Source: an optimization exercise on an open RTL-to-GDS flow (aim: small area and a short achievable clock period). Production flows keep margins and buffers that such runs may drop. At most, simulation tests tie the RTL to the original design; equivalence was not proved.

==> run a: inputs <==
## ranker_top
module ranker_top (
    input  logic                  clk,
    input  logic                  reset,
    input  logic [axil_pkg::addr_width-1:0] awaddr,
    input  logic                  awvalid,
    output logic                  awready,
    input  logic [axil_pkg::data_width-1:0] wdata,
    input  logic [axil_pkg::strb_width-1:0] wstrb,
    input  logic                  wvalid,
    output logic                  wready,
    output axil_pkg::resp_t                 bresp,
    output logic                  bvalid,
    input  logic                  bready,
    input  logic [axil_pkg::addr_width-1:0] araddr,
    input  logic                  arvalid,
    output logic                  arready,
    output logic [axil_pkg::data_width-1:0] rdata,
    output axil_pkg::resp_t                 rresp,
    output logic                  rvalid,
    input  logic                  rready,
    output logic                  irq_out
);
    localparam logic [3:0] w_control = 4'h0;
    localparam logic [3:0] w_status  = 4'h1;
    localparam logic [3:0] w_config  = 4'h2;
    localparam logic [3:0] w_hash_lo = 4'h8;
    localparam logic [3:0] w_hash_hi = 4'h9;
    localparam logic [3:0] w_seg_lo  = 4'hA;
    localparam logic [3:0] w_seg_hi  = 4'hB;
    localparam logic [3:0] w_pos_lo  = 4'hC;
    localparam logic [3:0] w_pos_hi  = 4'hD;
    localparam logic [3:0] w_score   = 4'hE;
    localparam logic [3:0] w_result  = 4'hF;
    function automatic logic writable(input logic [15:0] a);
  ...
==> flow/config.mk <==
export PLATFORM = sky130hd
export DESIGN_NAME = ranker_top
export DESIGN_NICKNAME = ranker_top
export VERILOG_FILES = /design/flow/design.v
export SDC_FILE = /design/flow/constraint.sdc
export NUM_CORES = 4
export LEC_CHECK = 0
export CAP_MARGIN = 20
export CORE_MARGIN = 2
export CORE_UTILIZATION = 65
export SETUP_SLACK_MARGIN = 4.5
export SLEW_MARGIN = 20
==> flow/constraint.sdc <==
create_clock -name core_clock -period 7.5 [get_ports {clk}]
set_input_delay 1.5000 -clock core_clock [delete_from_list [all_inputs] [get_ports {clk}]]
set_output_delay 1.5000 -clock core_clock [all_outputs]
set_load 0.01 [all_outputs]
standard.sh (not shown) runs the stock make flow with config.mk's settings and CLKGATE_MAP_FILE= SYNTH_SCRIPT=/design/flow/synth_recipe.tcl, a recipe that flattens the netlist after the stock synthesis.
==> flow/flow/run.sh <==
#!/bin/bash
# The standard layout, with plain buffers on the ports instead of the delay
# buffers buffer_ports picks by default. Every port still gets its buffer.
set -euo pipefail
export BUFFER_PORTS_ARGS="-buffer_cell sky130_fd_sc_hd__buf_2"
bash standard.sh > standard.log 2>&1
==> inputs of run b, as changes to run a <==
--- a/flow/design.v
+++ b/flow/design.v
@@ -81,87 +81,74 @@
     endfunction
     function automatic logic readable(input logic [15:0] a);
         readable = (a[15:6] == 10'd0) && (a[1:0] == 2'd0) &&
                    (a[5:2] <= w_config || a[5:2] >= w_hash_lo);
     endfunction
     logic       st_idle, st_data, st_resp;
-    logic       aw_err;
-    logic [8:0] wsel;    
-    function automatic logic [3:0] w_target(input int i);
-        case (i)
-            0: w_target = w_control;
-            1: w_target = w_config;
-            2: w_target = w_hash_lo;
-            3: w_target = w_hash_hi;
-            4: w_target = w_seg_lo;
-            5: w_target = w_seg_hi;
-            6: w_target = w_pos_lo;
-            7: w_target = w_pos_hi;
-            default: w_target = w_score;
-        endcase
-    endfunction
+    logic [3:0] aw_word;
+    logic       aw_ok, aw_err;
+    logic       wr_en;
     assign awready = st_idle;
+    logic       aw_idle;
+    assign aw_idle = !(st_data || st_resp);
     assign wready  = st_data;
     assign bvalid  = st_resp;
     assign bresp   = axil_pkg::resp_t'({aw_err, 1'b0});
+    assign wr_en   = st_data && wvalid && aw_ok;
     always_ff @(posedge clk or posedge reset) begin
         if (reset) begin
             st_idle <= 1'b1;
             st_data <= 1'b0;
             st_resp <= 1'b0;
         end else begin
-            if (st_idle && awvalid) st_idle <= 1'b0;
+            if (aw_idle && awvalid) st_idle <= 1'b0;
             else if (st_resp && bready) st_idle <= 1'b1;
-            if (st_idle && awvalid) st_data <= 1'b1;
+            if (aw_idle && awvalid) st_data <= 1'b1;
             else if (st_data && wvalid) st_data <= 1'b0;
             if (st_data && wvalid) st_resp <= 1'b1;
             else if (st_resp && bready) st_resp <= 1'b0;
         end
     end
     always_ff @(posedge clk) begin
-        if (st_idle) aw_err <= !writable(awaddr);
-        for (int i = 0; i < 9; i++) begin
-            if (st_idle)
-                wsel[i] <= awvalid && writable(awaddr) && awaddr[5:2] == w_target(i);
-            else if (st_data && wvalid)
-                wsel[i] <= 1'b0;
+        if (aw_idle) begin
+            aw_word <= awaddr[5:2];
+            aw_ok   <= writable(awaddr);
+            aw_err  <= !writable(awaddr);
         end
     end
     logic        live_q;
     logic [31:0] control_q, config_q, hash_lo_q, hash_hi_q, seg_lo_q, seg_hi_q;
     logic [31:0] pos_lo_q, pos_hi_q, score_q, result_q;
     logic        done_q;
     logic [31:0] wr_data;
     always_ff @(posedge clk or posedge reset) begin
         if (reset) live_q <= 1'b0;
         else       live_q <= 1'b1;
     end
     assign wr_data = live_q ? wdata : 32'd0;
-    logic [8:0]  lane_en [4];
-    always_comb begin
-        for (int i = 0; i < 4; i++) begin
-            for (int r = 0; r < 9; r++) lane_en[i][r] = !live_q || (wsel[r] && wvalid && wstrb[i]);
-        end
-    end
+    function automatic logic lane_en(input logic live, input logic wr, input logic [3:0] word,
+                                     input logic [3:0] target, input logic strb);
+        lane_en = !live || (wr && word == target && strb);
+    endfunction
     always_ff @(posedge clk) begin
         for (int i = 0; i < 4; i++) begin
-            if (lane_en[i][0]) control_q[i*8 +: 8] <= wr_data[i*8 +: 8];
-            if (lane_en[i][1]) config_q[i*8 +: 8]  <= wr_data[i*8 +: 8];
-            if (lane_en[i][2]) hash_lo_q[i*8 +: 8] <= wr_data[i*8 +: 8];
-            if (lane_en[i][3]) hash_hi_q[i*8 +: 8] <= wr_data[i*8 +: 8];
-            if (lane_en[i][4]) seg_lo_q[i*8 +: 8]  <= wr_data[i*8 +: 8];
-            if (lane_en[i][5]) seg_hi_q[i*8 +: 8]  <= wr_data[i*8 +: 8];
-            if (lane_en[i][6]) pos_lo_q[i*8 +: 8]  <= wr_data[i*8 +: 8];
-            if (lane_en[i][7]) pos_hi_q[i*8 +: 8]  <= wr_data[i*8 +: 8];
-            if (lane_en[i][8]) score_q[i*8 +: 8]   <= wr_data[i*8 +: 8];
+            if (lane_en(live_q, wr_en, aw_word, w_control, wstrb[i])) control_q[i*8 +: 8] <= wr_data[i*8 +: 8];
+            if (lane_en(live_q, wr_en, aw_word, w_config,  wstrb[i])) config_q[i*8 +: 8]  <= wr_data[i*8 +: 8];
+            if (lane_en(live_q, wr_en, aw_word, w_hash_lo, wstrb[i])) hash_lo_q[i*8 +: 8] <= wr_data[i*8 +: 8];
+            if (lane_en(live_q, wr_en, aw_word, w_hash_hi, wstrb[i])) hash_hi_q[i*8 +: 8] <= wr_data[i*8 +: 8];
+            if (lane_en(live_q, wr_en, aw_word, w_seg_lo,  wstrb[i])) seg_lo_q[i*8 +: 8]  <= wr_data[i*8 +: 8];
+            if (lane_en(live_q, wr_en, aw_word, w_seg_hi,  wstrb[i])) seg_hi_q[i*8 +: 8]  <= wr_data[i*8 +: 8];
+            if (lane_en(live_q, wr_en, aw_word, w_pos_lo,  wstrb[i])) pos_lo_q[i*8 +: 8]  <= wr_data[i*8 +: 8];
+            if (lane_en(live_q, wr_en, aw_word, w_pos_hi,  wstrb[i])) pos_hi_q[i*8 +: 8]  <= wr_data[i*8 +: 8];
+            if (lane_en(live_q, wr_en, aw_word, w_score,   wstrb[i])) score_q[i*8 +: 8]   <= wr_data[i*8 +: 8];
         end
     end
     logic [63:0] same;
     logic [31:0] diff1_q, diff2_q, res_diff_q;
     logic [6:0]  cnt_q;
-    logic        run1_q, run2_q;
+    logic        run1_q, run2_q, res_en_q;
     assign same = ~({hash_hi_q, hash_lo_q} ^ {seg_hi_q, seg_lo_q});
     function automatic logic [1:0] fa(input logic a, input logic b, input logic c);
         fa = {(a & b) | (a & c) | (b & c), a ^ b ^ c};
     endfunction
     function automatic logic [1:0] ha(input logic a, input logic b);
         ha = {a & b, a ^ b};
@@ -279,18 +266,19 @@
         end else begin
             run1_q <= control_q[ranker_pkg::ctrl_valid_bit] && live_q;
             run2_q <= run1_q;
         end
     end
     assign irq_out = run2_q;
+    always_ff @(posedge clk) res_en_q <= run1_q;
     always_ff @(posedge clk or posedge reset) begin
         if (reset)       done_q <= 1'b0;
         else if (run2_q) done_q <= 1'b1;
     end
     always_ff @(posedge clk) begin
-        if (run2_q) begin
+        if (res_en_q) begin
             res_diff_q <= diff2_q;
             cnt_q      <= cnt3;
         end
     end
     assign result_q = res_diff_q + {17'd0, cnt_q, 8'd0};
     logic        rd_idle, rd_busy;
@@ -302,13 +290,13 @@
     assign rresp   = axil_pkg::resp_t'({rd_err, 1'b0});
     always_ff @(posedge clk or posedge reset) begin
         if (reset) begin
             rd_idle <= 1'b1;
             rd_busy <= 1'b0;
         end else begin
-            if (arvalid && rd_idle) begin
+            if (arvalid && !rd_busy) begin
                 rd_idle <= 1'b0;
                 rd_busy <= 1'b1;
             end else if (rd_busy && rready) begin
                 rd_idle <= 1'b1;
                 rd_busy <= 1'b0;
             end
@@ -330,12 +318,12 @@
             w_result:  rd_word = done_q ? result_q : 32'd0;
             default:   rd_word = '0;
         endcase
         if (!rd_ok || !live_q) rd_word = '0;
     end
     always_ff @(posedge clk) begin
-        if (rd_idle) begin
+        if (!rd_busy) begin
             rdata  <= rd_word;
             rd_err <= !rd_ok;
         end
     end
 endmodule
==> flow/config.mk (replaced) <==
export PLATFORM = sky130hd
export DESIGN_NAME = ranker_top
export DESIGN_NICKNAME = ranker_top
export VERILOG_FILES = /design/flow/design.v
export SDC_FILE = /design/flow/constraint.sdc
export NUM_CORES = 4
export LEC_CHECK = 0
export CAP_MARGIN = 20
export CORE_MARGIN = 2
export CORE_UTILIZATION = 40
export CTS_BUF_LIST = sky130_fd_sc_hd__clkbuf_8 sky130_fd_sc_hd__clkbuf_16
export CTS_CLUSTER_DIAMETER = 80
export CTS_CLUSTER_SIZE = 25
export SETUP_SLACK_MARGIN = 4.5
export SLEW_MARGIN = 20
==> summary.txt <==
- In run a the global-route usage is higher than in run b, by 13 points.
- Of run b and run a, run b has the higher clock skew (gap 1.1 ps).
- Between run a and run b, the lower first-iteration DRC count is in run b (gap about 20%, measured against run b).
- Against run a, the critical path depth of run b is lower by 1.
- Between run a and run b, the lower non-clock buffer count is in run a (gap 14).
- Run a ran to the end with no violations. Run b finished clean.
- Fmax is about the same in run b and run a.
==> figures <==
                                                                           run b                    run a
Tapcells                                                                     615                      390
Met2 routing resource usage after global routing                           34.0%                    53.0%
Hold path startpoint                                         diff1_q[18]$_DFF_P_      diff1_q[11]$_DFF_P_
Die X-Extent                                                              225 um                   179 um
Non-clock buffer instance count of the final layout                          153                      139
Result of the run                                                 finished clean           finished clean
Max Clock Skew                                                           13.4 ps                  12.3 ps
Routability-driven placement congestion ratio                              0.813                    0.901
Capture point of the worst path                          rdata[22]$_SDFFCE_PP0N_  rdata[29]$_SDFFCE_PP0P_
Non-filler cells in the finished layout                                    2,091                    1,929
Sequential cell area fraction in the yosys report                          67.2%                    66.7%
Fraction of synthesized cell area in xor and xnor cells                    4.76%                    4.73%
Area of placed instances                                              0.0210 mm2               0.0208 mm2
Worst hold slack                                                          333 ps                   325 ps
Worst Tran Pin Value                                                     1000 ps                   752 ps
For run a, only the layout was checked, not whether the RTL still works.

---

==> wip/xenon <==
==> flow/design.v <==
`timescale 1ns/1ps
package axil_pkg;
    localparam int addr_width = 16;
    localparam int data_width = 32;
    localparam int strb_width = 4;
    typedef enum logic [1:0] {
        resp_okay   = 2'b00,
        resp_slverr = 2'b10
    } resp_t;
    typedef enum logic [1:0] {
        wr_idle,
        wr_data,
        wr_resp
    } wr_state_t;
    typedef enum logic {
        rd_idle,
        rd_resp
    } rd_state_t;
endpackage
`timescale 1ns/1ps
package ranker_pkg;
    localparam logic [15:0] addr_control = 16'h0000;
    localparam logic [15:0] addr_status  = 16'h0004;
    localparam logic [15:0] addr_config  = 16'h0008;
    localparam logic [15:0] addr_hash_lo = 16'h0020;
    localparam logic [15:0] addr_hash_hi = 16'h0024;
    localparam logic [15:0] addr_seg_lo  = 16'h0028;
    localparam logic [15:0] addr_seg_hi  = 16'h002C;
    localparam logic [15:0] addr_pos_lo  = 16'h0030;
    localparam logic [15:0] addr_pos_hi  = 16'h0034;
    localparam logic [15:0] addr_score   = 16'h0038;
    localparam logic [15:0] addr_result  = 16'h003C;
    localparam int ctrl_valid_bit  = 1;
    localparam int status_done_bit = 1;
    localparam int status_rank_lo  = 16;
    typedef logic [63:0] key_t;
    typedef logic [31:0] score_t;
    typedef logic [15:0] rank_t;
endpackage
`timescale 1ns/1ps
`timescale 1ns/1ps
`timescale 1ns/1ps
`timescale 1ns/1ps
module ranker_top (
    input  logic                  clk,
    input  logic                  reset,
    input  logic [axil_pkg::addr_width-1:0] awaddr,
    input  logic                  awvalid,
    output logic                  awready,
    input  logic [axil_pkg::data_width-1:0] wdata,
    input  logic [axil_pkg::strb_width-1:0] wstrb,
    input  logic                  wvalid,
    output logic                  wready,
    output axil_pkg::resp_t                 bresp,
    output logic                  bvalid,
    input  logic                  bready,
    input  logic [axil_pkg::addr_width-1:0] araddr,
    input  logic                  arvalid,
    output logic                  arready,
    output logic [axil_pkg::data_width-1:0] rdata,
    output axil_pkg::resp_t                 rresp,
    output logic                  rvalid,
    input  logic                  rready,
    output logic                  irq_out
);
    localparam logic [3:0] w_control = 4'h0;
    localparam logic [3:0] w_status  = 4'h1;
    localparam logic [3:0] w_config  = 4'h2;
    localparam logic [3:0] w_hash_lo = 4'h8;
    localparam logic [3:0] w_hash_hi = 4'h9;
    localparam logic [3:0] w_seg_lo  = 4'hA;
    localparam logic [3:0] w_seg_hi  = 4'hB;
    localparam logic [3:0] w_pos_lo  = 4'hC;
    localparam logic [3:0] w_pos_hi  = 4'hD;
    localparam logic [3:0] w_score   = 4'hE;
    localparam logic [3:0] w_result  = 4'hF;
    function automatic logic writable(input logic [15:0] a);
        writable = (a[15:6] == 10'd0) && (a[1:0] == 2'd0) &&
                   (a[5:2] == w_control || a[5:2] == w_config ||
                    (a[5:2] >= w_hash_lo && a[5:2] != w_result));
    endfunction
    function automatic logic readable(input logic [15:0] a);
        readable = (a[15:6] == 10'd0) && (a[1:0] == 2'd0) &&
                   (a[5:2] <= w_config || a[5:2] >= w_hash_lo);
    endfunction
    logic       st_data, st_resp;
    logic [3:0] aw_word;
    logic       aw_ok;
    logic       wr_en;
    assign awready = ~(st_data | st_resp);
    assign wready  = st_data;
    assign bvalid  = st_resp;
    assign bresp   = axil_pkg::resp_t'({~aw_ok, 1'b0});
    assign wr_en   = st_data && wvalid && aw_ok;
    always_ff @(posedge clk or posedge reset) begin
        if (reset) begin
            st_data <= 1'b0;
            st_resp <= 1'b0;
        end else begin
            if (awready && awvalid) st_data <= 1'b1;
            else if (st_data && wvalid) st_data <= 1'b0;
            if (st_data && wvalid) st_resp <= 1'b1;
            else if (st_resp && bready) st_resp <= 1'b0;
        end
    end
    always_ff @(posedge clk) begin
        if (awready) begin
            aw_word <= awaddr[5:2];
            aw_ok   <= writable(awaddr);
        end
    end
    logic        live_q;
    logic [31:0] control_q, config_q, hash_lo_q, hash_hi_q, seg_lo_q, seg_hi_q;
    logic [31:0] pos_lo_q, pos_hi_q, score_q, result_q;
    logic        done_q;
    logic [6:0]  rank_q;
    logic [31:0] wr_data;
    always_ff @(posedge clk or posedge reset) begin
        if (reset) live_q <= 1'b0;
        else       live_q <= 1'b1;
    end
    assign wr_data = live_q ? wdata : 32'd0;
    function automatic logic lane_en(input logic live, input logic wr, input logic [3:0] word,
                                     input logic [3:0] target, input logic strb);
        lane_en = !live || (wr && word == target && strb);
    endfunction
    always_ff @(posedge clk) begin
        for (int i = 0; i < 4; i++) begin
            if (lane_en(live_q, wr_en, aw_word, w_control, wstrb[i])) control_q[i*8 +: 8] <= wr_data[i*8 +: 8];
            if (lane_en(live_q, wr_en, aw_word, w_config,  wstrb[i])) config_q[i*8 +: 8]  <= wr_data[i*8 +: 8];
            if (lane_en(live_q, wr_en, aw_word, w_hash_lo, wstrb[i])) hash_lo_q[i*8 +: 8] <= wr_data[i*8 +: 8];
            if (lane_en(live_q, wr_en, aw_word, w_hash_hi, wstrb[i])) hash_hi_q[i*8 +: 8] <= wr_data[i*8 +: 8];
            if (lane_en(live_q, wr_en, aw_word, w_seg_lo,  wstrb[i])) seg_lo_q[i*8 +: 8]  <= wr_data[i*8 +: 8];
            if (lane_en(live_q, wr_en, aw_word, w_seg_hi,  wstrb[i])) seg_hi_q[i*8 +: 8]  <= wr_data[i*8 +: 8];
            if (lane_en(live_q, wr_en, aw_word, w_pos_lo,  wstrb[i])) pos_lo_q[i*8 +: 8]  <= wr_data[i*8 +: 8];
            if (lane_en(live_q, wr_en, aw_word, w_pos_hi,  wstrb[i])) pos_hi_q[i*8 +: 8]  <= wr_data[i*8 +: 8];
            if (lane_en(live_q, wr_en, aw_word, w_score,   wstrb[i])) score_q[i*8 +: 8]   <= wr_data[i*8 +: 8];
        end
    end
    logic [63:0] same;
    logic [3:0]  part_q [8];
    logic [5:0]  half_q [2];
    logic [6:0]  cnt;
    logic [31:0] diff1_q, diff2_q;
    logic        run1_q, run2_q;
    assign same = ~({hash_hi_q, hash_lo_q} ^ {seg_hi_q, seg_lo_q});
    assign cnt  = 7'(half_q[0]) + 7'(half_q[1]);
    always_ff @(posedge clk) begin
        for (int i = 0; i < 8; i++) begin
            part_q[i] <= 4'($countones(same[i*8 +: 8]));
        end
        for (int i = 0; i < 2; i++) begin
            half_q[i] <= (6'(part_q[4*i]) + 6'(part_q[4*i+1])) + (6'(part_q[4*i+2]) + 6'(part_q[4*i+3]));
        end
        diff1_q <= score_q - {16'd0, pos_lo_q[15:0]};
        diff2_q <= diff1_q;
    end
    always_ff @(posedge clk or posedge reset) begin
        if (reset) begin
            run1_q <= 1'b0;
            run2_q <= 1'b0;
        end else begin
            run1_q <= control_q[ranker_pkg::ctrl_valid_bit] && live_q;
            run2_q <= run1_q;
        end
    end
    assign irq_out = run2_q;
    always_ff @(posedge clk or posedge reset) begin
        if (reset)       done_q <= 1'b0;
        else if (run2_q) done_q <= 1'b1;
    end
    always_ff @(posedge clk) begin
        if (run2_q) begin
            result_q <= diff2_q + {17'd0, cnt, 8'd0};
            rank_q   <= cnt;
        end
    end
    logic        rd_busy;
    logic [31:0] rd_word;
    logic        rd_ok;
    logic        rd_err;
    assign arready = ~rd_busy;
    assign rvalid  = rd_busy;
    assign rresp   = axil_pkg::resp_t'({rd_err, 1'b0});
    always_ff @(posedge clk or posedge reset) begin
        if (reset) begin
            rd_busy <= 1'b0;
        end else begin
            if (arvalid && !rd_busy) rd_busy <= 1'b1;
            else if (rd_busy && rready) rd_busy <= 1'b0;
        end
    end
    assign rd_ok = readable(araddr);
    always_comb begin
        case (araddr[5:2])
            w_control: rd_word = control_q;
            w_status:  rd_word = {9'd0, done_q ? rank_q : 7'd0, 14'd0, done_q, 1'b0};
            w_config:  rd_word = config_q;
            w_hash_lo: rd_word = hash_lo_q;
            w_hash_hi: rd_word = hash_hi_q;
            w_seg_lo:  rd_word = seg_lo_q;
            w_seg_hi:  rd_word = seg_hi_q;
            w_pos_lo:  rd_word = pos_lo_q;
            w_pos_hi:  rd_word = pos_hi_q;
            w_score:   rd_word = score_q;
            w_result:  rd_word = done_q ? result_q : 32'd0;
            default:   rd_word = '0;
        endcase
        if (!rd_ok || !live_q) rd_word = '0;
    end
    always_ff @(posedge clk) begin
        if (!rd_busy) begin
            rdata  <= rd_word;
            rd_err <= !rd_ok;
        end
    end
endmodule
==> flow/run.sh <==
#!/bin/bash
# synth_recipe.tcl (not shown) runs the flow's synth.tcl, then flattens the netlist and writes it again
# the make line also repeats each setting of config.mk as NAME=value (left out here)
make -C /OpenROAD-flow-scripts/flow DESIGN_CONFIG=/design/flow/config.mk WORK_HOME=/design/flow/orfs CLKGATE_MAP_FILE= SYNTH_SCRIPT=/design/flow/synth_recipe.tcl finish
==> flow/config.mk <==
export PLATFORM = sky130hd
export DESIGN_NAME = ranker_top
export DESIGN_NICKNAME = ranker_top
export VERILOG_FILES = /design/flow/design.v
export SDC_FILE = /design/flow/constraint.sdc
export NUM_CORES = 4
export LEC_CHECK = 0
export CAP_MARGIN = 20
export CORE_MARGIN = 2
export CORE_UTILIZATION = 40
export SETUP_SLACK_MARGIN = 4.0
export SLEW_MARGIN = 20
==> flow/constraint.sdc <==
create_clock -name core_clock -period 7.5 [get_ports {clk}]
set_input_delay 1.5000 -clock core_clock [delete_from_list [all_inputs] [get_ports {clk}]]
set_output_delay 1.5000 -clock core_clock [all_outputs]
set_load 0.01 [all_outputs]
==> wip/delta (differences from wip/xenon) <==
--- a/flow/design.v
+++ b/flow/design.v
@@ -78,4 +78,4 @@
         writable = (a[15:6] == 10'd0) && (a[1:0] == 2'd0) &&
-                   (a[5:2] == w_control || a[5:2] == w_config ||
-                    (a[5:2] >= w_hash_lo && a[5:2] != w_result));
+                   (a[5:2] == w_control || a[5:2] == w_config || a[5:2] >= w_hash_lo) &&
+                   (a[5:2] != w_result);
     endfunction
@@ -88,3 +88,2 @@
     logic       aw_ok;
-    logic       wr_en;
     assign awready = ~(st_data | st_resp);
@@ -93,3 +92,2 @@
     assign bresp   = axil_pkg::resp_t'({~aw_ok, 1'b0});
-    assign wr_en   = st_data && wvalid && aw_ok;
     always_ff @(posedge clk or posedge reset) begin
@@ -111,3 +109,20 @@
     end
-    logic        live_q;
+    logic [31:0] pend_data;
+    logic [3:0]  pend_strb;
+    logic        pend1, pend2;    
+    always_ff @(posedge clk) begin
+        if (st_data) begin
+            pend_data <= wdata;
+            pend_strb <= wstrb;
+        end
+    end
+    always_ff @(posedge clk or posedge reset) begin
+        if (reset) begin
+            pend1 <= 1'b0;
+            pend2 <= 1'b0;
+        end else begin
+            pend1 <= st_data && wvalid && aw_ok;
+            pend2 <= pend1;
+        end
+    end
     logic [31:0] control_q, config_q, hash_lo_q, hash_hi_q, seg_lo_q, seg_hi_q;
@@ -116,23 +131,40 @@
     logic [6:0]  rank_q;
-    logic [31:0] wr_data;
-    always_ff @(posedge clk or posedge reset) begin
-        if (reset) live_q <= 1'b0;
-        else       live_q <= 1'b1;
-    end
-    assign wr_data = live_q ? wdata : 32'd0;
-    function automatic logic lane_en(input logic live, input logic wr, input logic [3:0] word,
-                                     input logic [3:0] target, input logic strb);
-        lane_en = !live || (wr && word == target && strb);
+    logic [6:0]  cnt_q;
+    function automatic logic [31:0] merge(input logic [31:0] old_value, input logic [31:0] new_value,
+                                          input logic [3:0] strb);
+        for (int i = 0; i < 4; i++) begin
+            merge[i*8 +: 8] = strb[i] ? new_value[i*8 +: 8] : old_value[i*8 +: 8];
+        end
     endfunction
-    always_ff @(posedge clk) begin
-        for (int i = 0; i < 4; i++) begin
-            if (lane_en(live_q, wr_en, aw_word, w_control, wstrb[i])) control_q[i*8 +: 8] <= wr_data[i*8 +: 8];
-            if (lane_en(live_q, wr_en, aw_word, w_config,  wstrb[i])) config_q[i*8 +: 8]  <= wr_data[i*8 +: 8];
-            if (lane_en(live_q, wr_en, aw_word, w_hash_lo, wstrb[i])) hash_lo_q[i*8 +: 8] <= wr_data[i*8 +: 8];
-            if (lane_en(live_q, wr_en, aw_word, w_hash_hi, wstrb[i])) hash_hi_q[i*8 +: 8] <= wr_data[i*8 +: 8];
-            if (lane_en(live_q, wr_en, aw_word, w_seg_lo,  wstrb[i])) seg_lo_q[i*8 +: 8]  <= wr_data[i*8 +: 8];
-            if (lane_en(live_q, wr_en, aw_word, w_seg_hi,  wstrb[i])) seg_hi_q[i*8 +: 8]  <= wr_data[i*8 +: 8];
-            if (lane_en(live_q, wr_en, aw_word, w_pos_lo,  wstrb[i])) pos_lo_q[i*8 +: 8]  <= wr_data[i*8 +: 8];
-            if (lane_en(live_q, wr_en, aw_word, w_pos_hi,  wstrb[i])) pos_hi_q[i*8 +: 8]  <= wr_data[i*8 +: 8];
-            if (lane_en(live_q, wr_en, aw_word, w_score,   wstrb[i])) score_q[i*8 +: 8]   <= wr_data[i*8 +: 8];
+    always_ff @(posedge clk or posedge reset) begin
+        if (reset) begin
+            control_q <= '0;
+            config_q  <= '0;
+            hash_lo_q <= '0;
+            hash_hi_q <= '0;
+            seg_lo_q  <= '0;
+            seg_hi_q  <= '0;
+            pos_lo_q  <= '0;
+            pos_hi_q  <= '0;
+            score_q   <= '0;
+        end else begin
+            if (pend1) begin
+                case (aw_word)
+                    w_hash_lo: hash_lo_q <= merge(hash_lo_q, pend_data, pend_strb);
+                    w_hash_hi: hash_hi_q <= merge(hash_hi_q, pend_data, pend_strb);
+                    w_seg_lo:  seg_lo_q  <= merge(seg_lo_q, pend_data, pend_strb);
+                    w_seg_hi:  seg_hi_q  <= merge(seg_hi_q, pend_data, pend_strb);
+                    default: ;
+                endcase
+            end
+            if (pend2) begin
+                case (aw_word)
+                    w_control: control_q <= merge(control_q, pend_data, pend_strb);
+                    w_config:  config_q  <= merge(config_q, pend_data, pend_strb);
+                    w_pos_lo:  pos_lo_q  <= merge(pos_lo_q, pend_data, pend_strb);
+                    w_pos_hi:  pos_hi_q  <= merge(pos_hi_q, pend_data, pend_strb);
+                    w_score:   score_q   <= merge(score_q, pend_data, pend_strb);
+                    default: ;
+                endcase
+            end
         end
@@ -140,37 +172,18 @@
     logic [63:0] same;
-    logic [3:0]  part_q [8];
-    logic [5:0]  half_q [2];
-    logic [6:0]  cnt;
-    logic [31:0] diff1_q, diff2_q;
-    logic        run1_q, run2_q;
+    logic [6:0]  match_cnt;
     assign same = ~({hash_hi_q, hash_lo_q} ^ {seg_hi_q, seg_lo_q});
-    assign cnt  = 7'(half_q[0]) + 7'(half_q[1]);
-    always_ff @(posedge clk) begin
-        for (int i = 0; i < 8; i++) begin
-            part_q[i] <= 4'($countones(same[i*8 +: 8]));
-        end
-        for (int i = 0; i < 2; i++) begin
-            half_q[i] <= (6'(part_q[4*i]) + 6'(part_q[4*i+1])) + (6'(part_q[4*i+2]) + 6'(part_q[4*i+3]));
-        end
-        diff1_q <= score_q - {16'd0, pos_lo_q[15:0]};
-        diff2_q <= diff1_q;
-    end
-    always_ff @(posedge clk or posedge reset) begin
-        if (reset) begin
-            run1_q <= 1'b0;
-            run2_q <= 1'b0;
-        end else begin
-            run1_q <= control_q[ranker_pkg::ctrl_valid_bit] && live_q;
-            run2_q <= run1_q;
-        end
-    end
-    assign irq_out = run2_q;
-    always_ff @(posedge clk or posedge reset) begin
-        if (reset)       done_q <= 1'b0;
-        else if (run2_q) done_q <= 1'b1;
-    end
-    always_ff @(posedge clk) begin
-        if (run2_q) begin
-            result_q <= diff2_q + {17'd0, cnt, 8'd0};
-            rank_q   <= cnt;
+    assign match_cnt = 7'($countones(same));
+    always_ff @(posedge clk) begin
+        cnt_q <= match_cnt;
+    end
+    assign irq_out = control_q[ranker_pkg::ctrl_valid_bit];
+    always_ff @(posedge clk or posedge reset) begin
+        if (reset) begin
+            result_q <= '0;
+            done_q   <= 1'b0;
+            rank_q   <= '0;
+        end else if (irq_out) begin
+            result_q <= score_q + {17'd0, cnt_q, 8'd0} - {16'd0, pos_lo_q[15:0]};
+            done_q   <= 1'b1;
+            rank_q   <= cnt_q;
         end
@@ -179,3 +192,4 @@
     logic [31:0] rd_word;
-    logic        rd_ok;
+    logic [31:0] rd_value;
+    logic        rd_ok, rd_fwd1, rd_fwd2, rd_fwd;
     logic        rd_err;
@@ -192,3 +206,2 @@
     end
-    assign rd_ok = readable(araddr);
     always_comb begin
@@ -196,3 +209,3 @@
             w_control: rd_word = control_q;
-            w_status:  rd_word = {9'd0, done_q ? rank_q : 7'd0, 14'd0, done_q, 1'b0};
+            w_status:  rd_word = {9'd0, rank_q, 14'd0, done_q, 1'b0};
             w_config:  rd_word = config_q;
@@ -205,6 +218,16 @@
             w_score:   rd_word = score_q;
-            w_result:  rd_word = done_q ? result_q : 32'd0;
+            w_result:  rd_word = result_q;
             default:   rd_word = '0;
         endcase
-        if (!rd_ok || !live_q) rd_word = '0;
+    end
+    assign rd_ok   = readable(araddr);
+    assign rd_fwd1 = pend1 && (araddr[5:2] == aw_word);
+    assign rd_fwd2 = pend2 && (araddr[5:2] == aw_word) && !aw_word[3] ||
+                     pend2 && (araddr[5:2] == aw_word) && aw_word[2];
+    assign rd_fwd  = rd_fwd1 || rd_fwd2;
+    always_comb begin
+        for (int i = 0; i < 4; i++) begin
+            rd_value[i*8 +: 8] = (rd_fwd && pend_strb[i]) ? pend_data[i*8 +: 8] : rd_word[i*8 +: 8];
+        end
+        if (!rd_ok) rd_value = '0;
     end
@@ -212,3 +235,3 @@
         if (!rd_busy) begin
-            rdata  <= rd_word;
+            rdata  <= rd_value;
             rd_err <= !rd_ok;
SETUP_SLACK_MARGIN = not set   (was 4.0)
==> flow_metrics.tcl <==
set metrics [dict create \
    status "finished clean" \
    wl_met3_mm 5.43 \
    setup_slack_ns 4.06 \
    final.min_clock_period_ns 3.44 \
    yosysTopAreaCell "edfxtp_1" \
    period_share 0.459 \
    multi_input_comb_cells 756 \
    worstPathMaxFanout 8 \
]
(the above is from wip/xenon)
==> flow_metrics.tcl <==
set metrics [dict create \
    multi_input_comb_cells 1228 \
    die_y_um 239 \
    status "finished clean" \
    worstPathMaxFanout 3 \
    final.min_clock_period_ns 6.37 \
    wl_met3_mm 7.24 \
    yosysTopAreaCell "dfrtp_1" \
]
(the above is from wip/delta)
For wip/xenon, only the layout was checked, not whether the RTL still works.

static timing again, ports no longer ideal:
No port has a modelled driver above. Below, the same layouts with a new extraction and two added sets of constraints. Step 1: set_driving_cell puts a clkbuf_16 on clk and a buf_2 on each other input, an assumption about the parent block. Step 2 times the ports against the registers' clock, not the clock port: input delays grow and output delays shrink by t, the midpoint of the rising clock arrivals with the driver on. Slacks: no drivers / after step 1 / after step 2; pairs: no drivers / after step 1.
| run | t (ns) | setup WS [ns] | clock arrival spread, ns | cell pins on the clock port's net |
|---|---|---|---|---|
| run a | 0.584 | 4.530 / 4.501 / 4.012 | 0.014 / 0.014 | 1 |
| run b | 0.617 | 4.531 / 4.564 / 3.949 | 0.016 / 0.016 | 1 |
| wip/xenon | 0.650 | 4.055 / 4.039 / 3.433 | 0.031 / 0.030 | 1 |
| wip/delta | 0.651 | 1.134 / 1.134 / 1.134 | 0.021 / 0.021 | 1 |
After both steps setup and hold are still met in every run listed. For wip/xenon, which loses most, drivers alone change the setup slack by -0.016 ns; drivers and shift together by -0.622 ns.
